What follows belongs to an exercise in optimizing a design on an open flow for small area, a short achievable clock period and few clock cycles per item; a production flow would make more cautious choices.
RTL that was checked went through simulation tests only; none was proved equivalent to the original.
Only the layout flow was run in run 2; the RTL was not checked for function there.
Power figures rest on the tool's default switching activity, not on a simulated workload.

==> flow/design.v, too long to show whole: its modules and the start of the top module <==
// module rhsc_front: 69 lines
// module rhsc_queue: 100 lines
// module rhsc_back: 1819 lines
// module rhsc_fa: 10 lines
// module rolling_hash_substring_counter_top: 67 lines
module rolling_hash_substring_counter_top (
  input  logic        clk,
  input  logic        rst_n,
  input  logic        in_valid,
  output logic        in_ready,
  input  logic [1:0]  in_op,
  input  logic [7:0]  in_char,
  output logic        out_valid,
  input  logic        out_ready,
  output logic        out_match,
  output logic [15:0] out_start,
  output logic [15:0] out_count
);
  // ...
==> flow/run.sh <==
#!/bin/bash
# synth_recipe.tcl (not shown) runs the flow's synth.tcl, then flattens the netlist and writes it again
# the make line also repeats each setting of config.mk as NAME=value (left out here)
make -C /OpenROAD-flow-scripts/flow DESIGN_CONFIG=/design/flow/config.mk WORK_HOME=/design/flow/orfs CLKGATE_MAP_FILE= SYNTH_SCRIPT=/design/flow/synth_recipe.tcl finish
==> flow/config.mk <==
export PLATFORM = sky130hd
export DESIGN_NAME = rolling_hash_substring_counter_top
export DESIGN_NICKNAME = rolling_hash_substring_counter_top
export VERILOG_FILES = /design/flow/design.v
export SDC_FILE = /design/flow/constraint.sdc
export NUM_CORES = 4
export LEC_CHECK = 0
export ABC_CLOCK_PERIOD_IN_PS = 3100
export CAP_MARGIN = 20
export CORE_MARGIN = 2
export CORE_UTILIZATION = 60
export CTS_CLUSTER_DIAMETER = 80
export CTS_CLUSTER_SIZE = 28
export SETUP_SLACK_MARGIN = 3.9
export SLEW_MARGIN = 20
export SYNTH_HIERARCHICAL = 1
export SYNTH_MINIMUM_KEEP_SIZE = 0
==> flow/constraint.sdc <==
create_clock -name core_clock -period 7.0 [get_ports {clk}]
set_input_delay 1.4000 -clock core_clock [delete_from_list [all_inputs] [get_ports {clk}]]
set_output_delay 1.4000 -clock core_clock [all_outputs]
set_load 0.01 [all_outputs]
==> reports/summary.md, run 1 <==
The global-route track usage on met2 is 0.360, and the net switching power of the design is 5.62 mW. The worst-case headroom to the max-slew limit was 0.279. The clock buffer and inverter area fraction after layout was 0.0327. In this run, post-CTS hold repair placed 0 buffers. Buffer and inverter count on the worst path: 0. For the finished layout, the period the worst path requires is 3.11 ns. The total number of yosys warnings is 15, and the power of the sequential group is 7.10 mW. The net count reported at finish is 3971. Yosys attributes the largest share of cell area to sky130_fd_sc_hd__edfxtp_1, sky130_fd_sc_hd__fa_1, sky130_fd_sc_hd__dfxtp_1. Clock tree synthesis found a total of 928 sinks. The CTS root buffer was sky130_fd_sc_hd__clkbuf_16. The run gives 3.63 ns as the data arrival time of the critical path. The detailed router placed 25279 vias in this run. The run finished with no timing, DRC or antenna violations. The number of max-slew violations in the final report is 0, and the average cell area after synthesis is 14.1 µm². On the final layout, the worst clock skew is 0.0304 ns. The top-level port count came out at 49. The register with the most flip-flops in the final layout is u_back.seg32.

The most numerous cell type found on the critical path is sky130_fd_sc_hd__fa_1. The worst hold path endpoint was u_back.s3_elig. There are 928 flip-flops and latches. Counting buffers and inverters, the worst setup path is 10 cells deep. The xor/xnor cell area share of the yosys netlist is 0.0588. The multiplexer share of the synthesized area is 0.0287, and the combinational power share is 0.361. The register with the most flip-flops in the layout has 256 of them. Cell area after layout: 50900 µm². The most critical setup path has its startpoint at u_back.xb_r[16]. Once the clock tree was built, the setup fixing pass inserted 10 buffers.

Buffers inserted during clock tree synthesis total 48. Fraction of area in non-clock buffers: 0.0255. The launch point of the worst hold path was u_back.s2_elig. Data on the critical path is required at its endpoint by 7.52 ns.

The power dissipated in the clock network came out at 3.29 mW. Across all setup checks in the final design, the least slack found is 3.89 ns. The final routed DRC violation total was 0; the full die area was 79900 µm².
Testbench counts, summed over its fixed seeds: cycles 24,812, items 22,232.
==> inputs of run 2 (changes only) <==
--- a/flow/design.v
+++ b/flow/design.v
@@ -673,21 +673,21 @@
   assign mt_w256 = mt_w244 & mt_w253;
   rhsc_fa u_mt_w257 (.a((s0_chr[7] & kpow_r[22])), .b(lvm[5]), .c(lvm[0]), .s(mt_w257), .co(mt_w258));
   rhsc_fa u_mt_w259 (.a((((s0_bo[0] & kpow_r[30]) | (s0_bt[0] & kpow_r[29])) ^ s0_bn[0])), .b((((s0_bo[1] & kpow_r[28]) | (s0_bt[1] & kpow_r[27])) ^ s0_bn[1])), .c((((s0_bo[2] & kpow_r[26]) | (s0_bt[2] & kpow_r[25])) ^ s0_bn[2])), .s(mt_w259), .co(mt_w260));
   rhsc_fa u_mt_w261 (.a((((s0_bo[3] & kpow_r[24]) | (s0_bt[3] & kpow_r[23])) ^ s0_bn[3])), .b(mt_w248), .c(mt_w250), .s(mt_w261), .co(mt_w262));
   rhsc_fa u_mt_w263 (.a(mt_w257), .b(mt_w259), .c(mt_w252), .s(mt_w263), .co(mt_w264));
   rhsc_fa u_mt_w265 (.a(mt_w261), .b(mt_w254), .c(mt_w263), .s(mt_w265), .co(mt_w266));
   assign mt_w267 = (s0_chr[7] & kpow_r[23]) ^ lvm[6] ^ lvm[1];
   assign mt_w268 = (((s0_bo[0] & kpow_r[31]) | (s0_bt[0] & kpow_r[30])) ^ s0_bn[0]) ^ (((s0_bo[1] & kpow_r[29]) | (s0_bt[1] & kpow_r[28])) ^ s0_bn[1]) ^ (((s0_bo[2] & kpow_r[27]) | (s0_bt[2] & kpow_r[26])) ^ s0_bn[2]);
-  assign mt_w269 = (((s0_bo[3] & kpow_r[25]) | (s0_bt[3] & kpow_r[24])) ^ s0_bn[3]) ^ mt_w267 ^ mt_w268;
-  assign mt_w270 = mt_w258 ^ mt_w260 ^ mt_w269;
-  assign xa_nxt = {mt_w262, mt_w256, mt_w246, mt_w236, mt_w226, mt_w216, mt_w206, mt_w196, mt_w186, mt_w176, mt_w166, mt_w156, mt_w146, mt_w136, mt_w126, mt_w116, mt_w106, mt_w96, mt_w86, mt_w76, mt_w66, mt_w63, mt_w48, mt_w40, mt_w32, mt_w24, mt_w21, mt_w17, mt_w9, mt_w7, mt_w2, (((s0_bo[0] & kpow_r[0]) | (s0_bt[0] & 1'b0)) ^ s0_bn[0])};
-  assign xb_nxt = {mt_w270, mt_w265, mt_w255, mt_w245, mt_w235, mt_w225, mt_w215, mt_w205, mt_w195, mt_w185, mt_w175, mt_w165, mt_w155, mt_w145, mt_w135, mt_w125, mt_w115, mt_w105, mt_w95, mt_w85, mt_w75, mt_w65, mt_w55, mt_w47, mt_w39, mt_w31, mt_w23, mt_w15, mt_w11, mt_w5, mt_w3, mt_w1};
-  assign xe_nxt = {mt_w266, mt_w264};
+  assign mt_w269 = (((s0_bo[3] & kpow_r[25]) | (s0_bt[3] & kpow_r[24])) ^ s0_bn[3]) ^ mt_w258 ^ mt_w260;
+  assign mt_w270 = mt_w267 ^ mt_w268 ^ mt_w262;
+  assign xa_nxt = {mt_w269, mt_w256, mt_w246, mt_w236, mt_w226, mt_w216, mt_w206, mt_w196, mt_w186, mt_w176, mt_w166, mt_w156, mt_w146, mt_w136, mt_w126, mt_w116, mt_w106, mt_w96, mt_w86, mt_w76, mt_w66, mt_w63, mt_w48, mt_w40, mt_w32, mt_w24, mt_w21, mt_w17, mt_w9, mt_w7, mt_w2, (((s0_bo[0] & kpow_r[0]) | (s0_bt[0] & 1'b0)) ^ s0_bn[0])};
+  assign xb_nxt = {mt_w264, mt_w265, mt_w255, mt_w245, mt_w235, mt_w225, mt_w215, mt_w205, mt_w195, mt_w185, mt_w175, mt_w165, mt_w155, mt_w145, mt_w135, mt_w125, mt_w115, mt_w105, mt_w95, mt_w85, mt_w75, mt_w65, mt_w55, mt_w47, mt_w39, mt_w31, mt_w23, mt_w15, mt_w11, mt_w5, mt_w3, mt_w1};
+  assign xe_nxt = {mt_w266, mt_w270};
   logic        s2_text, s2_key, s2_clr, s2_elig;
   logic [31:0] xa_r, xb_r;
   logic [2-1:0] xe_r;
   always_ff @(posedge clk) begin
     if (!rst_n) begin
       s2_text <= 1'b0;
       s2_key  <= 1'b0;
       s2_clr  <= 1'b0;
@@ -699,21 +699,21 @@
   end
   always_ff @(posedge clk) begin
     s2_elig <= elig_r;
     xa_r    <= xa_nxt;
     xb_r    <= xb_nxt;
     xe_r    <= xe_nxt;
   end
   logic [24:0] nya_r, nyb_r;  
-  logic [14-1:0] a_r;       
+  logic [21-1:0] a_r;       
   logic [31:0] j_r;           
   logic [3:1]  jc_r;          
   logic [24:0] ya_nxt, yb_nxt;
-  logic [14-1:0] a_nxt;
+  logic [21-1:0] a_nxt;
   logic [31:0] ja, jb;
   logic yt_w1;
   logic yt_w2;
   logic yt_w3;
   logic yt_w4;
   logic yt_w5;
   logic yt_w6;
   logic yt_w7;
@@ -1285,81 +1285,87 @@
   rhsc_fa u_yt_w293 (.a(nyb_r[20]), .b(nya_r[15]), .c(nyb_r[15]), .s(yt_w293), .co(yt_w294));
   rhsc_fa u_yt_w295 (.a(nya_r[10]), .b(nyb_r[10]), .c(nya_r[5]), .s(yt_w295), .co(yt_w296));
   rhsc_fa u_yt_w297 (.a(nyb_r[5]), .b(nya_r[0]), .c(nyb_r[0]), .s(yt_w297), .co(yt_w298));
   rhsc_fa u_yt_w299 (.a(yt_w272), .b(yt_w274), .c(yt_w276), .s(yt_w299), .co(yt_w300));
   rhsc_fa u_yt_w301 (.a(yt_w278), .b(yt_w291), .c(yt_w293), .s(yt_w301), .co(yt_w302));
   rhsc_fa u_yt_w303 (.a(yt_w295), .b(yt_w297), .c(yt_w280), .s(yt_w303), .co(yt_w304));
   rhsc_fa u_yt_w305 (.a(yt_w282), .b(yt_w299), .c(yt_w301), .s(yt_w305), .co(yt_w306));
   rhsc_fa u_yt_w307 (.a(yt_w284), .b(yt_w303), .c(yt_w286), .s(yt_w307), .co(yt_w308));
-  rhsc_fa u_yt_w309 (.a(yt_w305), .b(yt_w288), .c(yt_w307), .s(yt_w309), .co(yt_w310));
+  assign yt_w309 = yt_w305 ^ yt_w288;
+  assign yt_w310 = yt_w305 & yt_w288;
   rhsc_fa u_yt_w311 (.a(xa_r[26]), .b(xb_r[26]), .c(nya_r[21]), .s(yt_w311), .co(yt_w312));
   rhsc_fa u_yt_w313 (.a(nyb_r[21]), .b(nya_r[16]), .c(nyb_r[16]), .s(yt_w313), .co(yt_w314));
   rhsc_fa u_yt_w315 (.a(nya_r[11]), .b(nyb_r[11]), .c(nya_r[6]), .s(yt_w315), .co(yt_w316));
   rhsc_fa u_yt_w317 (.a(nyb_r[6]), .b(nya_r[1]), .c(nyb_r[1]), .s(yt_w317), .co(yt_w318));
   rhsc_fa u_yt_w319 (.a(yt_w292), .b(yt_w294), .c(yt_w296), .s(yt_w319), .co(yt_w320));
   rhsc_fa u_yt_w321 (.a(yt_w298), .b(yt_w311), .c(yt_w313), .s(yt_w321), .co(yt_w322));
   rhsc_fa u_yt_w323 (.a(yt_w315), .b(yt_w317), .c(yt_w300), .s(yt_w323), .co(yt_w324));
   rhsc_fa u_yt_w325 (.a(yt_w302), .b(yt_w319), .c(yt_w321), .s(yt_w325), .co(yt_w326));
   rhsc_fa u_yt_w327 (.a(yt_w304), .b(yt_w323), .c(yt_w306), .s(yt_w327), .co(yt_w328));
-  rhsc_fa u_yt_w329 (.a(yt_w325), .b(yt_w308), .c(yt_w327), .s(yt_w329), .co(yt_w330));
+  assign yt_w329 = yt_w325 ^ yt_w308;
+  assign yt_w330 = yt_w325 & yt_w308;
   rhsc_fa u_yt_w331 (.a(xa_r[27]), .b(xb_r[27]), .c(nya_r[22]), .s(yt_w331), .co(yt_w332));
   rhsc_fa u_yt_w333 (.a(nyb_r[22]), .b(nya_r[17]), .c(nyb_r[17]), .s(yt_w333), .co(yt_w334));
   rhsc_fa u_yt_w335 (.a(nya_r[12]), .b(nyb_r[12]), .c(nya_r[7]), .s(yt_w335), .co(yt_w336));
   rhsc_fa u_yt_w337 (.a(nyb_r[7]), .b(nya_r[2]), .c(nyb_r[2]), .s(yt_w337), .co(yt_w338));
   rhsc_fa u_yt_w339 (.a(yt_w312), .b(yt_w314), .c(yt_w316), .s(yt_w339), .co(yt_w340));
   rhsc_fa u_yt_w341 (.a(yt_w318), .b(yt_w331), .c(yt_w333), .s(yt_w341), .co(yt_w342));
   rhsc_fa u_yt_w343 (.a(yt_w335), .b(yt_w337), .c(yt_w320), .s(yt_w343), .co(yt_w344));
   rhsc_fa u_yt_w345 (.a(yt_w322), .b(yt_w339), .c(yt_w341), .s(yt_w345), .co(yt_w346));
   rhsc_fa u_yt_w347 (.a(yt_w324), .b(yt_w343), .c(yt_w326), .s(yt_w347), .co(yt_w348));
-  rhsc_fa u_yt_w349 (.a(yt_w345), .b(yt_w328), .c(yt_w347), .s(yt_w349), .co(yt_w350));
+  assign yt_w349 = yt_w345 ^ yt_w328;
+  assign yt_w350 = yt_w345 & yt_w328;
   rhsc_fa u_yt_w351 (.a(xa_r[28]), .b(xb_r[28]), .c(nya_r[23]), .s(yt_w351), .co(yt_w352));
   rhsc_fa u_yt_w353 (.a(nyb_r[23]), .b(nya_r[18]), .c(nyb_r[18]), .s(yt_w353), .co(yt_w354));
   rhsc_fa u_yt_w355 (.a(nya_r[13]), .b(nyb_r[13]), .c(nya_r[8]), .s(yt_w355), .co(yt_w356));
   rhsc_fa u_yt_w357 (.a(nyb_r[8]), .b(nya_r[3]), .c(nyb_r[3]), .s(yt_w357), .co(yt_w358));
   rhsc_fa u_yt_w359 (.a(yt_w332), .b(yt_w334), .c(yt_w336), .s(yt_w359), .co(yt_w360));
   rhsc_fa u_yt_w361 (.a(yt_w338), .b(yt_w351), .c(yt_w353), .s(yt_w361), .co(yt_w362));
   rhsc_fa u_yt_w363 (.a(yt_w355), .b(yt_w357), .c(yt_w340), .s(yt_w363), .co(yt_w364));
   rhsc_fa u_yt_w365 (.a(yt_w342), .b(yt_w359), .c(yt_w361), .s(yt_w365), .co(yt_w366));
   rhsc_fa u_yt_w367 (.a(yt_w344), .b(yt_w363), .c(yt_w346), .s(yt_w367), .co(yt_w368));
-  rhsc_fa u_yt_w369 (.a(yt_w365), .b(yt_w348), .c(yt_w367), .s(yt_w369), .co(yt_w370));
+  assign yt_w369 = yt_w365 ^ yt_w348;
+  assign yt_w370 = yt_w365 & yt_w348;
   rhsc_fa u_yt_w371 (.a(xa_r[29]), .b(xb_r[29]), .c(nya_r[24]), .s(yt_w371), .co(yt_w372));
   rhsc_fa u_yt_w373 (.a(nyb_r[24]), .b(nya_r[19]), .c(nyb_r[19]), .s(yt_w373), .co(yt_w374));
   rhsc_fa u_yt_w375 (.a(nya_r[14]), .b(nyb_r[14]), .c(nya_r[9]), .s(yt_w375), .co(yt_w376));
   rhsc_fa u_yt_w377 (.a(nyb_r[9]), .b(nya_r[4]), .c(nyb_r[4]), .s(yt_w377), .co(yt_w378));
   rhsc_fa u_yt_w379 (.a(yt_w352), .b(yt_w354), .c(yt_w356), .s(yt_w379), .co(yt_w380));
   rhsc_fa u_yt_w381 (.a(yt_w358), .b(yt_w371), .c(yt_w373), .s(yt_w381), .co(yt_w382));
   rhsc_fa u_yt_w383 (.a(yt_w375), .b(yt_w377), .c(yt_w360), .s(yt_w383), .co(yt_w384));
   rhsc_fa u_yt_w385 (.a(yt_w362), .b(yt_w379), .c(yt_w381), .s(yt_w385), .co(yt_w386));
   rhsc_fa u_yt_w387 (.a(yt_w364), .b(yt_w383), .c(yt_w366), .s(yt_w387), .co(yt_w388));
-  rhsc_fa u_yt_w389 (.a(yt_w385), .b(yt_w368), .c(yt_w387), .s(yt_w389), .co(yt_w390));
+  assign yt_w389 = yt_w385 ^ yt_w368;
+  assign yt_w390 = yt_w385 & yt_w368;
   rhsc_fa u_yt_w391 (.a(xa_r[30]), .b(xb_r[30]), .c(nya_r[20]), .s(yt_w391), .co(yt_w392));
   rhsc_fa u_yt_w393 (.a(nyb_r[20]), .b(nya_r[15]), .c(nyb_r[15]), .s(yt_w393), .co(yt_w394));
   rhsc_fa u_yt_w395 (.a(nya_r[10]), .b(nyb_r[10]), .c(nya_r[5]), .s(yt_w395), .co(yt_w396));
   rhsc_fa u_yt_w397 (.a(nyb_r[5]), .b(nya_r[0]), .c(nyb_r[0]), .s(yt_w397), .co(yt_w398));
   rhsc_fa u_yt_w399 (.a(yt_w372), .b(yt_w374), .c(yt_w376), .s(yt_w399), .co(yt_w400));
   rhsc_fa u_yt_w401 (.a(yt_w378), .b(yt_w391), .c(yt_w393), .s(yt_w401), .co(yt_w402));
   rhsc_fa u_yt_w403 (.a(yt_w395), .b(yt_w397), .c(yt_w380), .s(yt_w403), .co(yt_w404));
   rhsc_fa u_yt_w405 (.a(yt_w382), .b(yt_w399), .c(yt_w401), .s(yt_w405), .co(yt_w406));
   rhsc_fa u_yt_w407 (.a(yt_w384), .b(yt_w403), .c(yt_w386), .s(yt_w407), .co(yt_w408));
-  rhsc_fa u_yt_w409 (.a(yt_w405), .b(yt_w388), .c(yt_w407), .s(yt_w409), .co(yt_w410));
+  assign yt_w409 = yt_w405 ^ yt_w388;
+  assign yt_w410 = yt_w405 & yt_w388;
   assign yt_w411 = xa_r[31] ^ xb_r[31] ^ xe_r[0];
   assign yt_w412 = xe_r[1] ^ nya_r[21] ^ nyb_r[21];
   assign yt_w413 = nya_r[16] ^ nyb_r[16] ^ nya_r[11];
   assign yt_w414 = nyb_r[11] ^ nya_r[6] ^ nyb_r[6];
-  assign yt_w415 = nya_r[1] ^ nyb_r[1] ^ yt_w411;
-  assign yt_w416 = yt_w412 ^ yt_w413 ^ yt_w414;
-  assign yt_w417 = yt_w392 ^ yt_w394 ^ yt_w396;
-  assign yt_w418 = yt_w398 ^ yt_w415 ^ yt_w416;
-  assign yt_w419 = yt_w417 ^ yt_w400 ^ yt_w402;
-  assign yt_w420 = yt_w418 ^ yt_w404 ^ yt_w419;
-  assign yt_w421 = yt_w406 ^ yt_w420 ^ yt_w408;
+  assign yt_w415 = nya_r[1] ^ nyb_r[1] ^ yt_w392;
+  assign yt_w416 = yt_w394 ^ yt_w396 ^ yt_w398;
+  assign yt_w417 = yt_w411 ^ yt_w412 ^ yt_w413;
+  assign yt_w418 = yt_w414 ^ yt_w400 ^ yt_w402;
+  assign yt_w419 = yt_w415 ^ yt_w416 ^ yt_w417;
+  assign yt_w420 = yt_w404 ^ yt_w406 ^ yt_w418;
+  assign yt_w421 = yt_w419 ^ yt_w408;
   assign ya_nxt = {yt_w270, yt_w250, yt_w230, yt_w210, yt_w192, yt_w176, yt_w160, yt_w144, yt_w128, yt_w114, yt_w102, yt_w90, yt_w78, yt_w66, yt_w56, yt_w48, yt_w40, yt_w32, yt_w29, yt_w18, yt_w14, yt_w10, yt_w6, yt_w3, nyb_r[0]};
   assign yb_nxt = {yt_w289, yt_w269, yt_w249, yt_w229, yt_w209, yt_w191, yt_w175, yt_w159, yt_w143, yt_w127, yt_w113, yt_w101, yt_w89, yt_w77, yt_w65, yt_w55, yt_w47, yt_w39, yt_w31, yt_w23, yt_w17, yt_w13, yt_w9, yt_w5, yt_w1};
-  assign a_nxt = {yt_w410, yt_w421, yt_w409, yt_w390, yt_w389, yt_w370, yt_w369, yt_w350, yt_w349, yt_w330, yt_w329, yt_w310, yt_w309, yt_w290};
+  assign a_nxt = {yt_w421, yt_w410, yt_w420, yt_w409, yt_w390, yt_w407, yt_w389, yt_w370, yt_w387, yt_w369, yt_w350, yt_w367, yt_w349, yt_w330, yt_w347, yt_w329, yt_w310, yt_w327, yt_w290, yt_w309, yt_w307};
   logic jt_w1;
   logic jt_w2;
   logic jt_w3;
   logic jt_w4;
   logic jt_w5;
   logic jt_w6;
   logic jt_w7;
   logic jt_w8;
@@ -1496,19 +1502,19 @@
   rhsc_fa u_jt_w41 (.a(j_r[14]), .b(xa_r[14]), .c(xb_r[14]), .s(jt_w41), .co(jt_w42));
   assign jt_w43 = jt_w38 ^ jt_w41;
   assign jt_w44 = jt_w38 & jt_w41;
   rhsc_fa u_jt_w45 (.a(j_r[15]), .b(xa_r[15]), .c(xb_r[15]), .s(jt_w45), .co(jt_w46));
   assign jt_w47 = jt_w42 ^ jt_w45;
   assign jt_w48 = jt_w42 & jt_w45;
   rhsc_fa u_jt_w49 (.a(j_r[16]), .b(xa_r[16]), .c(xb_r[16]), .s(jt_w49), .co(jt_w50));
   rhsc_fa u_jt_w51 (.a(jc_r[2]), .b(jt_w46), .c(jt_w49), .s(jt_w51), .co(jt_w52));
-  rhsc_fa u_jt_w53 (.a(j_r[17]), .b(xa_r[17]), .c(xb_r[17]), .s(jt_w53), .co(jt_w54));
-  assign jt_w55 = jt_w50 ^ jt_w53;
-  assign jt_w56 = jt_w50 & jt_w53;
+  assign jt_w53 = j_r[17] ^ xa_r[17];
+  assign jt_w54 = j_r[17] & xa_r[17];
+  rhsc_fa u_jt_w55 (.a(xb_r[17]), .b(jt_w53), .c(jt_w50), .s(jt_w55), .co(jt_w56));
   rhsc_fa u_jt_w57 (.a(j_r[18]), .b(xa_r[18]), .c(xb_r[18]), .s(jt_w57), .co(jt_w58));
   assign jt_w59 = jt_w54 ^ jt_w57;
   assign jt_w60 = jt_w54 & jt_w57;
   rhsc_fa u_jt_w61 (.a(j_r[19]), .b(xa_r[19]), .c(xb_r[19]), .s(jt_w61), .co(jt_w62));
   assign jt_w63 = jt_w58 ^ jt_w61;
   assign jt_w64 = jt_w58 & jt_w61;
   rhsc_fa u_jt_w65 (.a(j_r[20]), .b(xa_r[20]), .c(xb_r[20]), .s(jt_w65), .co(jt_w66));
   assign jt_w67 = jt_w62 ^ jt_w65;
@@ -1534,24 +1540,24 @@
   assign jt_w95 = jt_w90 ^ jt_w93;
   assign jt_w96 = jt_w90 & jt_w93;
   rhsc_fa u_jt_w97 (.a(j_r[28]), .b(xa_r[28]), .c(xb_r[28]), .s(jt_w97), .co(jt_w98));
   assign jt_w99 = jt_w94 ^ jt_w97;
   assign jt_w100 = jt_w94 & jt_w97;
   rhsc_fa u_jt_w101 (.a(j_r[29]), .b(xa_r[29]), .c(xb_r[29]), .s(jt_w101), .co(jt_w102));
   assign jt_w103 = jt_w98 ^ jt_w101;
   assign jt_w104 = jt_w98 & jt_w101;
-  rhsc_fa u_jt_w105 (.a(j_r[30]), .b(xa_r[30]), .c(xb_r[30]), .s(jt_w105), .co(jt_w106));
-  assign jt_w107 = jt_w102 ^ jt_w105;
-  assign jt_w108 = jt_w102 & jt_w105;
+  assign jt_w105 = j_r[30] ^ xa_r[30];
+  assign jt_w106 = j_r[30] & xa_r[30];
+  rhsc_fa u_jt_w107 (.a(xb_r[30]), .b(jt_w105), .c(jt_w102), .s(jt_w107), .co(jt_w108));
   assign jt_w109 = j_r[31] ^ xa_r[31] ^ xb_r[31];
-  assign jt_w110 = xe_r[0] ^ xe_r[1] ^ jt_w109;
-  assign jt_w111 = jt_w106 ^ jt_w108 ^ jt_w110;
-  assign ja = {jt_w111, jt_w104, jt_w100, jt_w96, jt_w92, jt_w88, jt_w87, jt_w80, jt_w76, jt_w72, jt_w68, jt_w64, jt_w60, jt_w56, jt_w55, jt_w48, jt_w44, jt_w40, jt_w36, jt_w32, jt_w28, jt_w24, jt_w20, jt_w17, jt_w14, jt_w12, jt_w10, jt_w8, jt_w6, jt_w4, jt_w2, xb_r[0]};
-  assign jb = {1'b0, jt_w107, jt_w103, jt_w99, jt_w95, jt_w91, jt_w84, jt_w83, jt_w79, jt_w75, jt_w71, jt_w67, jt_w63, jt_w59, jt_w52, jt_w51, jt_w47, jt_w43, jt_w39, jt_w35, jt_w31, jt_w27, jt_w23, jt_w19, jt_w15, jt_w13, jt_w11, jt_w9, jt_w7, jt_w5, jt_w3, jt_w1};
+  assign jt_w110 = xe_r[0] ^ xe_r[1] ^ jt_w106;
+  assign jt_w111 = jt_w109 ^ jt_w110 ^ jt_w108;
+  assign ja = {jt_w111, jt_w104, jt_w100, jt_w96, jt_w92, jt_w88, jt_w87, jt_w80, jt_w76, jt_w72, jt_w68, jt_w64, jt_w60, jt_w59, jt_w52, jt_w48, jt_w44, jt_w40, jt_w36, jt_w32, jt_w28, jt_w24, jt_w20, jt_w17, jt_w14, jt_w12, jt_w10, jt_w8, jt_w6, jt_w4, jt_w2, xb_r[0]};
+  assign jb = {1'b0, jt_w107, jt_w103, jt_w99, jt_w95, jt_w91, jt_w84, jt_w83, jt_w79, jt_w75, jt_w71, jt_w67, jt_w63, jt_w56, jt_w55, jt_w51, jt_w47, jt_w43, jt_w39, jt_w35, jt_w31, jt_w27, jt_w23, jt_w19, jt_w15, jt_w13, jt_w11, jt_w9, jt_w7, jt_w5, jt_w3, jt_w1};
   always_ff @(posedge clk) begin
     if (!rst_n || s2_clr || s2_key) begin
       nya_r <= '1;
       nyb_r <= '1;
     end else if (s2_text) begin
       nya_r <= ~ya_nxt;
       nyb_r <= ~yb_nxt;
     end
@@ -1585,17 +1591,17 @@
     end else begin
       s3_text <= s2_text;
       s3_key  <= s2_key;
       s3_clr  <= s2_clr;
     end
   end
   always_ff @(posedge clk) s3_elig <= s2_elig;
   logic [6:0] t_r, t_new;
-  assign t_new = {a_r[12], a_r[10], a_r[8], a_r[6], a_r[4], a_r[2], a_r[0]} + {a_r[13], a_r[11], a_r[9], a_r[7], a_r[5], a_r[3], a_r[1]} + (~t_r) + {~t_r[1:0], 5'd0} + 7'd33;
+  assign t_new = {a_r[18], a_r[15], a_r[12], a_r[9], a_r[6], a_r[3], a_r[0]} + {a_r[19], a_r[16], a_r[13], a_r[10], a_r[7], a_r[4], a_r[1]} + {a_r[20], a_r[17], a_r[14], a_r[11], a_r[8], a_r[5], a_r[2]} + (~t_r) + {~t_r[1:0], 5'd0} + 7'd33;
   always_ff @(posedge clk) begin
     if (!rst_n || s3_clr || s3_key) begin
       t_r <= '0;
     end else if (s3_text) begin
       t_r <= t_new;
     end
   end
   logic [31:0] nj;
@@ -1919,56 +1925,50 @@
   rhsc_fa u_ct_w145 (.a(ct_w141), .b(ct_w136), .c(ct_w143), .s(ct_w145), .co(ct_w146));
   assign ct_w147 = ct_w138 ^ ct_w145;
   assign ct_w148 = ct_w138 & ct_w145;
   rhsc_fa u_ct_w149 (.a(nya_r[24]), .b(nyb_r[24]), .c(nj[24]), .s(ct_w149), .co(ct_w150));
   rhsc_fa u_ct_w151 (.a(j_r[19]), .b(~jc_r[3]), .c(ct_w142), .s(ct_w151), .co(ct_w152));
   rhsc_fa u_ct_w153 (.a(ct_w149), .b(ct_w144), .c(ct_w151), .s(ct_w153), .co(ct_w154));
   assign ct_w155 = ct_w146 ^ ct_w153;
   assign ct_w156 = ct_w146 & ct_w153;
-  assign ct_w157 = 1'b1 ^ nj[25] ^ j_r[20];
-  assign ct_w158 = (1'b1 & nj[25]) | (1'b1 & j_r[20]) | (nj[25] & j_r[20]);
-  rhsc_fa u_ct_w159 (.a(~a_r[0]), .b(~a_r[1]), .c(t_r[0]), .s(ct_w159), .co(ct_w160));
+  rhsc_fa u_ct_w157 (.a(nj[25]), .b(j_r[20]), .c(~a_r[0]), .s(ct_w157), .co(ct_w158));
+  rhsc_fa u_ct_w159 (.a(~a_r[1]), .b(~a_r[2]), .c(t_r[0]), .s(ct_w159), .co(ct_w160));
   rhsc_fa u_ct_w161 (.a(ct_w150), .b(ct_w157), .c(ct_w159), .s(ct_w161), .co(ct_w162));
   rhsc_fa u_ct_w163 (.a(ct_w152), .b(ct_w161), .c(ct_w154), .s(ct_w163), .co(ct_w164));
-  assign ct_w165 = 1'b1 ^ nj[26] ^ j_r[21];
-  assign ct_w166 = (1'b1 & nj[26]) | (1'b1 & j_r[21]) | (nj[26] & j_r[21]);
-  rhsc_fa u_ct_w167 (.a(~a_r[2]), .b(~a_r[3]), .c(t_r[1]), .s(ct_w167), .co(ct_w168));
+  rhsc_fa u_ct_w165 (.a(nj[26]), .b(j_r[21]), .c(~a_r[3]), .s(ct_w165), .co(ct_w166));
+  rhsc_fa u_ct_w167 (.a(~a_r[4]), .b(~a_r[5]), .c(t_r[1]), .s(ct_w167), .co(ct_w168));
   rhsc_fa u_ct_w169 (.a(ct_w158), .b(ct_w160), .c(ct_w165), .s(ct_w169), .co(ct_w170));
   rhsc_fa u_ct_w171 (.a(ct_w167), .b(ct_w162), .c(ct_w169), .s(ct_w171), .co(ct_w172));
-  assign ct_w173 = 1'b1 ^ nj[27] ^ j_r[22];
-  assign ct_w174 = (1'b1 & nj[27]) | (1'b1 & j_r[22]) | (nj[27] & j_r[22]);
-  rhsc_fa u_ct_w175 (.a(~a_r[4]), .b(~a_r[5]), .c(t_r[2]), .s(ct_w175), .co(ct_w176));
+  rhsc_fa u_ct_w173 (.a(nj[27]), .b(j_r[22]), .c(~a_r[6]), .s(ct_w173), .co(ct_w174));
+  rhsc_fa u_ct_w175 (.a(~a_r[7]), .b(~a_r[8]), .c(t_r[2]), .s(ct_w175), .co(ct_w176));
   rhsc_fa u_ct_w177 (.a(ct_w166), .b(ct_w168), .c(ct_w173), .s(ct_w177), .co(ct_w178));
   rhsc_fa u_ct_w179 (.a(ct_w175), .b(ct_w170), .c(ct_w177), .s(ct_w179), .co(ct_w180));
-  assign ct_w181 = 1'b1 ^ nj[28] ^ j_r[23];
-  assign ct_w182 = (1'b1 & nj[28]) | (1'b1 & j_r[23]) | (nj[28] & j_r[23]);
-  rhsc_fa u_ct_w183 (.a(~a_r[6]), .b(~a_r[7]), .c(t_r[3]), .s(ct_w183), .co(ct_w184));
+  rhsc_fa u_ct_w181 (.a(nj[28]), .b(j_r[23]), .c(~a_r[9]), .s(ct_w181), .co(ct_w182));
+  rhsc_fa u_ct_w183 (.a(~a_r[10]), .b(~a_r[11]), .c(t_r[3]), .s(ct_w183), .co(ct_w184));
   rhsc_fa u_ct_w185 (.a(ct_w174), .b(ct_w176), .c(ct_w181), .s(ct_w185), .co(ct_w186));
   rhsc_fa u_ct_w187 (.a(ct_w183), .b(ct_w178), .c(ct_w185), .s(ct_w187), .co(ct_w188));
-  assign ct_w189 = 1'b1 ^ nj[29] ^ j_r[24];
-  assign ct_w190 = (1'b1 & nj[29]) | (1'b1 & j_r[24]) | (nj[29] & j_r[24]);
-  rhsc_fa u_ct_w191 (.a(jc_r[3]), .b(~a_r[8]), .c(~a_r[9]), .s(ct_w191), .co(ct_w192));
+  rhsc_fa u_ct_w189 (.a(nj[29]), .b(j_r[24]), .c(jc_r[3]), .s(ct_w189), .co(ct_w190));
+  rhsc_fa u_ct_w191 (.a(~a_r[12]), .b(~a_r[13]), .c(~a_r[14]), .s(ct_w191), .co(ct_w192));
   rhsc_fa u_ct_w193 (.a(t_r[4]), .b(ct_w182), .c(ct_w184), .s(ct_w193), .co(ct_w194));
   rhsc_fa u_ct_w195 (.a(ct_w189), .b(ct_w191), .c(ct_w186), .s(ct_w195), .co(ct_w196));
   assign ct_w197 = ct_w193 ^ ct_w188;
   assign ct_w198 = ct_w193 & ct_w188;
-  assign ct_w199 = 1'b1 ^ nj[30] ^ j_r[25];
-  assign ct_w200 = (1'b1 & nj[30]) | (1'b1 & j_r[25]) | (nj[30] & j_r[25]);
-  rhsc_fa u_ct_w201 (.a(~a_r[10]), .b(~a_r[11]), .c(t_r[5]), .s(ct_w201), .co(ct_w202));
+  rhsc_fa u_ct_w199 (.a(nj[30]), .b(j_r[25]), .c(~a_r[15]), .s(ct_w199), .co(ct_w200));
+  rhsc_fa u_ct_w201 (.a(~a_r[16]), .b(~a_r[17]), .c(t_r[5]), .s(ct_w201), .co(ct_w202));
   rhsc_fa u_ct_w203 (.a(t_r[0]), .b(ct_w190), .c(ct_w192), .s(ct_w203), .co(ct_w204));
   rhsc_fa u_ct_w205 (.a(ct_w199), .b(ct_w201), .c(ct_w194), .s(ct_w205), .co(ct_w206));
   rhsc_fa u_ct_w207 (.a(ct_w203), .b(ct_w196), .c(ct_w205), .s(ct_w207), .co(ct_w208));
-  assign ct_w209 = 1'b1 ^ nj[31] ^ j_r[26];
-  assign ct_w210 = ~a_r[12] ^ ~a_r[13] ^ t_r[6];
-  assign ct_w211 = t_r[1] ^ ct_w209 ^ ct_w210;
-  assign ct_w212 = ct_w200 ^ ct_w202 ^ ct_w211;
-  assign ct_w213 = ct_w204 ^ ct_w212 ^ ct_w206;
-  assign ca = {ct_w213, ct_w198, ct_w195, ct_w180, ct_w172, ct_w171, ct_w156, ct_w148, ct_w140, ct_w139, ct_w124, ct_w116, ct_w108, ct_w100, ct_w92, ct_w84, ct_w81, ct_w73, ct_w67, ct_w54, ct_w48, ct_w42, ct_w39, ct_w30, ct_w26, ct_w22, ct_w18, ct_w14, ct_w10, ct_w7, ct_w5, nj[0]};
-  assign cb = {ct_w208, ct_w207, ct_w197, ct_w187, ct_w179, ct_w164, ct_w163, ct_w155, ct_w147, ct_w132, ct_w131, ct_w123, ct_w115, ct_w107, ct_w99, ct_w91, ct_w83, ct_w75, ct_w60, ct_w59, ct_w53, ct_w47, ct_w41, ct_w35, ct_w29, ct_w25, ct_w21, ct_w17, ct_w13, ct_w9, ct_w3, ct_w1};
+  assign ct_w209 = nj[31] ^ j_r[26] ^ ~a_r[18];
+  assign ct_w210 = ~a_r[19] ^ ~a_r[20] ^ t_r[6];
+  assign ct_w211 = t_r[1] ^ ct_w200 ^ ct_w202;
+  assign ct_w212 = ct_w209 ^ ct_w210 ^ ct_w204;
+  assign ct_w213 = ct_w211 ^ ct_w206 ^ ct_w212;
+  assign ca = {ct_w208, ct_w198, ct_w195, ct_w180, ct_w172, ct_w171, ct_w156, ct_w148, ct_w140, ct_w139, ct_w124, ct_w116, ct_w108, ct_w100, ct_w92, ct_w84, ct_w81, ct_w73, ct_w67, ct_w54, ct_w48, ct_w42, ct_w39, ct_w30, ct_w26, ct_w22, ct_w18, ct_w14, ct_w10, ct_w7, ct_w5, nj[0]};
+  assign cb = {ct_w213, ct_w207, ct_w197, ct_w187, ct_w179, ct_w164, ct_w163, ct_w155, ct_w147, ct_w132, ct_w131, ct_w123, ct_w115, ct_w107, ct_w99, ct_w91, ct_w83, ct_w75, ct_w60, ct_w59, ct_w53, ct_w47, ct_w41, ct_w35, ct_w29, ct_w25, ct_w21, ct_w17, ct_w13, ct_w9, ct_w3, ct_w1};
   logic       restart_r;
   logic [6:0] klen3_r;
   always_ff @(posedge clk) begin
     if (!rst_n) begin
       restart_r <= 1'b1;
       klen3_r   <= '0;
     end else begin
       if (s3_clr) klen3_r <= '0;
==> reports/summary.md, run 2 <==
The startpoint of the most critical register-to-register path is u_back.a_r[4] (was u_back.xb_r[16]). Via-per-instance ratio: 5.74 (was 5.69). The tools report the top-level port count as 49 (unchanged). The power consumption came out at 17.0 mW (was 16.3 mW).

Detailed placement HPWL: 69400 µm (was 66400 µm). The biggest area consumer among synthesized cells was sky130_fd_sc_hd__edfxtp_1 (unchanged). The run gives 20700 µm² (was 20600 µm²) as the total area of multi-input combinational cells.

The via count came out at 25471 (was 25279). The area share of the largest cell type after synthesis is 0.404 (was 0.407). The tools report the max-cap check violation count as 0 (unchanged). The depth of the worst hold-timing path was 0 (unchanged). The number of nets produced by synthesis was 3944 (was 3912); the final routed wirelength across all metal layers was 97600 µm (was 95900 µm). The register name with the most flops was u_back.seg32 (unchanged).

The kind of start point of the critical path is a flop (unchanged). The first-pass detailed-route iteration total was 7 (was 5); the total number of yosys warnings was 15 (unchanged). The most repeated cell in the gate-level netlist after synthesis was sky130_fd_sc_hd__edfxtp_1 (unchanged). The tools report the full die area as 80500 µm² (was 79900 µm²).

For the worst-case headroom to the max-slew limit, the log shows 0.299 (was 0.279). The number of antenna violations at the first check in global routing is 1 (was 2), and the number of max-slew violations in the final report is 0 (unchanged). The tools report the total inserted antenna cells as 0 (was 1). The register bit total from synthesis came out at 936 (was 928). Transition time at the pin with the least slew margin: 1.04 ns (was 1.08 ns). For the number of levels the H-tree was split into, the log shows 2 (unchanged). The sequential cell area fraction in the yosys report came out at 0.534 (about the same). The tools report the total track usage as 0.245 (was 0.242). Endpoint of the worst-slack reg-to-reg timing path: u_back.t_r[6] (was u_back.j_r[23]).

The data arrival time of the critical path is 3.79 ns (was 3.63 ns), and the die span in x is 284 µm (was 283 µm). The average detailed-routed wire length per instance came out at 22.0 µm (was 21.6 µm). The type of the tightest min-delay check is reg -> reg (unchanged).

The fill cell instance count of the final layout is 5603 (was 5607). Areal power density over the cells: 334 nW/µm² (was 320 nW/µm²). For the sum of negative setup slack, the log shows 0 ns (unchanged). The number of buffers added on ports is 48 (unchanged), and the required arrival time at the worst endpoint is 7.53 ns (was 7.52 ns).

The setup slack of the worst register-to-register path is 3.74 ns (was 3.89 ns). Most frequent cells in the layout: sky130_fd_sc_hd__edfxtp_1, sky130_fd_sc_hd__fa_1, sky130_fd_sc_hd__xnor2_1 (unchanged). The number of global-route vias before repair was 26053 (was 25150); the timing-limited maximum frequency was 0.307 GHz (was 0.322 GHz). The most frequent standard cell in the layout excluding fill and tap cells was sky130_fd_sc_hd__edfxtp_1 (unchanged). The classification of the worst setup path is reg -> reg (unchanged). The placer's final routability congestion estimate is 0.919 (was 0.895), and the final routed DRC violation total is 0 (unchanged). The worst hold path endpoint was u_back.s4_elig (was u_back.s3_elig).

Main area contributors after synthesis: sky130_fd_sc_hd__edfxtp_1, sky130_fd_sc_hd__fa_1, sky130_fd_sc_hd__dfxtp_1 (unchanged). The tools report the launch point of the worst hold path as u_back.s3_elig (was u_back.s2_elig). The run gives 50 (was 48) as the number of clock buffers inserted by TritonCTS. For the global route total overflow, the log shows 0 (unchanged). The dominant synthesized flop cell is sky130_fd_sc_hd__edfxtp_1 (unchanged).

The post-synthesis instance total was 3332 (was 3301). The shortest period the worst path allows is 3.26 ns (was 3.11 ns). The tools report the initial core utilization as 0.606 (was 0.604). The average cell area after synthesis is 14.1 µm² (about the same), and the count of non-filler cells in the finished layout is 4440 (was 4441). The maximum number of pins on one net before global-route repair is 149 (was 233), and the highest ir drop seen on vdd is 0.296 mV (was 0.213 mV). The CTS sink count is 936 (was 928). Top post-synthesis cells by count: sky130_fd_sc_hd__edfxtp_1, sky130_fd_sc_hd__fa_1, sky130_fd_sc_hd__dfxtp_1 (unchanged). The final setup skew came out at 0.0308 ns (was 0.0304 ns).

The run gives 3.74 ns (was 3.89 ns) as the final worst slack. The global-route wire length before repair is 152000 µm (was 146000 µm). The run gives 0.65 ns (was 0.64 ns) as the clock insertion delay at the later pin of the skew report. Registers with the most flip-flops: u_back.seg32 x256, u_back.seg16 x128, u_back.seg8 x64 (unchanged). The fraction of final layout cells with drive strength greater than 1 is 0.112 (was 0.133), and the number of core rows is 102 (unchanged).

The final hold violation count was 0 (unchanged); the clock transition at the register clock pins on the worst setup and hold paths after CTS was 0.10 ns (about the same). Setup repair after global routing could not meet its margin everywhere. The leakage power was 17.9 nW (was 18.0 nW); the total of endpoints with negative setup slack in the final report was 0 (unchanged). The run finished with no timing, DRC or antenna violations. The depth of the worst register-to-register path works out to 13 (was 10). For the net count reported at finish, the log shows 3970 (was 3971).

Height of the die: 284 µm (was 283 µm). The logs give 77500 µm² (was 77200 µm²) for the placeable core region and 47000 µm² (was 46600 µm²) for the combined area of all synthesized cells. The buffer depth of the longest clock path was 3 (unchanged). The final critical-path share of the clock period is 0.466 (was 0.444). The logs give 1841 (was 2119) for the number of DRC violations after detailed-routing iteration 0 and 79 (was 78) for the count of distinct cell types in the synthesized netlist. The cell count after placement was 4306 (was 4270). The capturing element type of the critical path is a flop (unchanged).

Flip-flop count of the largest register after layout: 256 (unchanged). The number of hold-repair buffers added at the cts stage was 0 (unchanged); the post-synthesis to final-layout area growth was 8.40% (was 9.21%). The async set or reset register ratio after synthesis is 0 (unchanged), and the number of synthesized flops with an enable pin is 631 (unchanged). The CTS root buffer is sky130_fd_sc_hd__clkbuf_16 (unchanged). The maximum fanout encountered on the critical timing path was 2 (unchanged); the area occupied by registers was 25300 µm² (was 25200 µm²). For the pre-CTS worst setup slack, the log shows 2.98 ns (was 2.76 ns). For the number of nets still failing antenna checks after routing, the log shows 0 (unchanged). TritonCTS built the clock tree.
run 2: changes by cell type in the layout (fill, tap and decap cells not counted), sizes merged, moves of 8 or more:
cell	previous run	this run
xor2	76	64
o21ai	98	109
nand3	52	43
xnor2	237	249
a21oi	74	90
inv	224	234
buf	99	64
dfxtp	297	305
run 2: logic make-up (layout without fill, tap and decap cells):
| kind of cell | Yosys count | count (layout) | share of synthesized area |
|---|---|---|---|
| and+or+nand+nor | 578 | 578 | 0.0567 |
| adders and majority gates | 598 | 598 | 0.229 |
| AOI/OAI and AO/OA | 437 | 438 | 0.0611 |
| buffers and inverters | 360 | 427 | 0.0316 |
| muxes | 110 | 110 | 0.0299 |
| DFF | 936 | 936 | 0.534 |
| xor gates and xnor gates | 313 | 313 | 0.0585 |
run 2: per-stage QoR:
| stage | utilization | cell area [µm²] | hold WS (ns) |
|---|---|---|---|
| after floorplan | - | 47000 | 0.310 |
| after global placement | 0.625 | 48400 | 0.314 |
| after detailed placement | 0.625 | 48400 | 0.326 |
| after CTS | 0.651 | 50400 | 0.349 |
| after global routing | 0.657 | 50900 | 0.353 |
| final | 0.657 | 50900 | 0.344 |
run 2: area by class of cell:
class / instances / area share
Tap cell: 1040 / 0.0256
Clock inverter: 26 / 0.00821
Clock buffer: 68 / 0.0263
Timing Repair Buffer: 112 / 0.0202
Multi-Input combinational cell: 2037 / 0.406
Inverter: 221 / 0.0163
Sequential cell: 936 / 0.497
run 2: metal layers:
layer  vias up  part of all wire  track usage
met5         -                 0            0
met4         0             0.019       0.0517
li1      11576                 -            -
met3       111             0.068       0.0415
met2       774              0.45        0.376
met1     13010              0.46        0.372
run 2: worst max path at each step:
stage	to	startpoint	slack [ns]
floorplan	u_back.t_r[6]	u_back.a_r[5]	3.90
global placement	u_queue.cnt_r[2]	out_ready	2.95
detailed placement	u_queue.cnt_r[2]	out_ready	2.98
CTS	u_back.t_r[6]	u_back.a_r[4]	3.72
global route	u_back.t_r[6]	u_back.a_r[4]	3.59
finish	u_back.t_r[6]	u_back.a_r[4]	3.74
run 2: critical path, stage by stage, from the launching register on:
cell	delay (ns)
sky130_fd_sc_hd__dfxtp_2	0.35
sky130_fd_sc_hd__inv_2	0.05
sky130_fd_sc_hd__fa_1	0.50
sky130_fd_sc_hd__fa_1	0.54
sky130_fd_sc_hd__inv_1	0.05
sky130_fd_sc_hd__fa_2	0.36
sky130_fd_sc_hd__ha_4	0.18
sky130_fd_sc_hd__fa_2	0.36
sky130_fd_sc_hd__a21o_1	0.18
sky130_fd_sc_hd__a21oi_2	0.15
sky130_fd_sc_hd__xnor2_1	0.15
sky130_fd_sc_hd__xnor2_1	0.09
sky130_fd_sc_hd__mux2i_1	0.14
sky130_fd_sc_hd__nor2_1	0.05
run 2: Yosys stat by module, one instance, submodules excluded, excerpt:
module / flops+latches / cells inside / times used / cell area, µm²
rhsc_back: 778 / 2327 / 1 / 31400
rhsc_fa: 0 / 1 / 416 / 20.0
rhsc_front: 24 / 79 / 1 / 862
rhsc_queue: 134 / 510 / 1 / 6320
run 2: power by group:
group / internal (mW) / switching [mW]
Combinational: 3.12 / 3.44
Sequential: 6.47 / 0.597
Clock: 1.48 / 1.93
run 2: timing repair:
| action | in CTS | in global routing |
|---|---|---|
| pin swaps | 4 | 17 |
| endpoints found under the setup margin | 104 | 75 |
| gates cloned | 1 | 0 |
| buffers inserted | 9 | 29 |
| gates resized for setup | 105 | 92 |

-- separate check: timing with driven ports --
No port has a modelled driver above. Below, the same layouts with a new extraction and two added sets of constraints. Step 1 sets driving cells, clkbuf_16 on the clock port and buf_2 on the other inputs (assumed; they add their load-dependent delay and slew). Step 2 times the ports against the registers' clock, not the clock port: input delays grow and output delays shrink by t, the midpoint of the rising clock arrivals with the driver on. a / b / c = ideal ports / drivers / drivers and shift; a / b = the first two.
run | shift t [ns] | setup WS [ns] | hold WS [ns] | worst setup path after step 2
run 1 | 0.706 | 3.893 / 3.887 / 3.277 | 0.348 / 0.348 / 0.348 | input to register
run 2 | 0.695 | 3.740 / 3.740 / 3.339 | 0.344 / 0.344 / 0.344 | input to register
After both steps setup and hold are still met in every run listed. For run 1, which loses most, drivers alone change the setup slack by -0.006 ns; drivers and shift together by -0.616 ns.
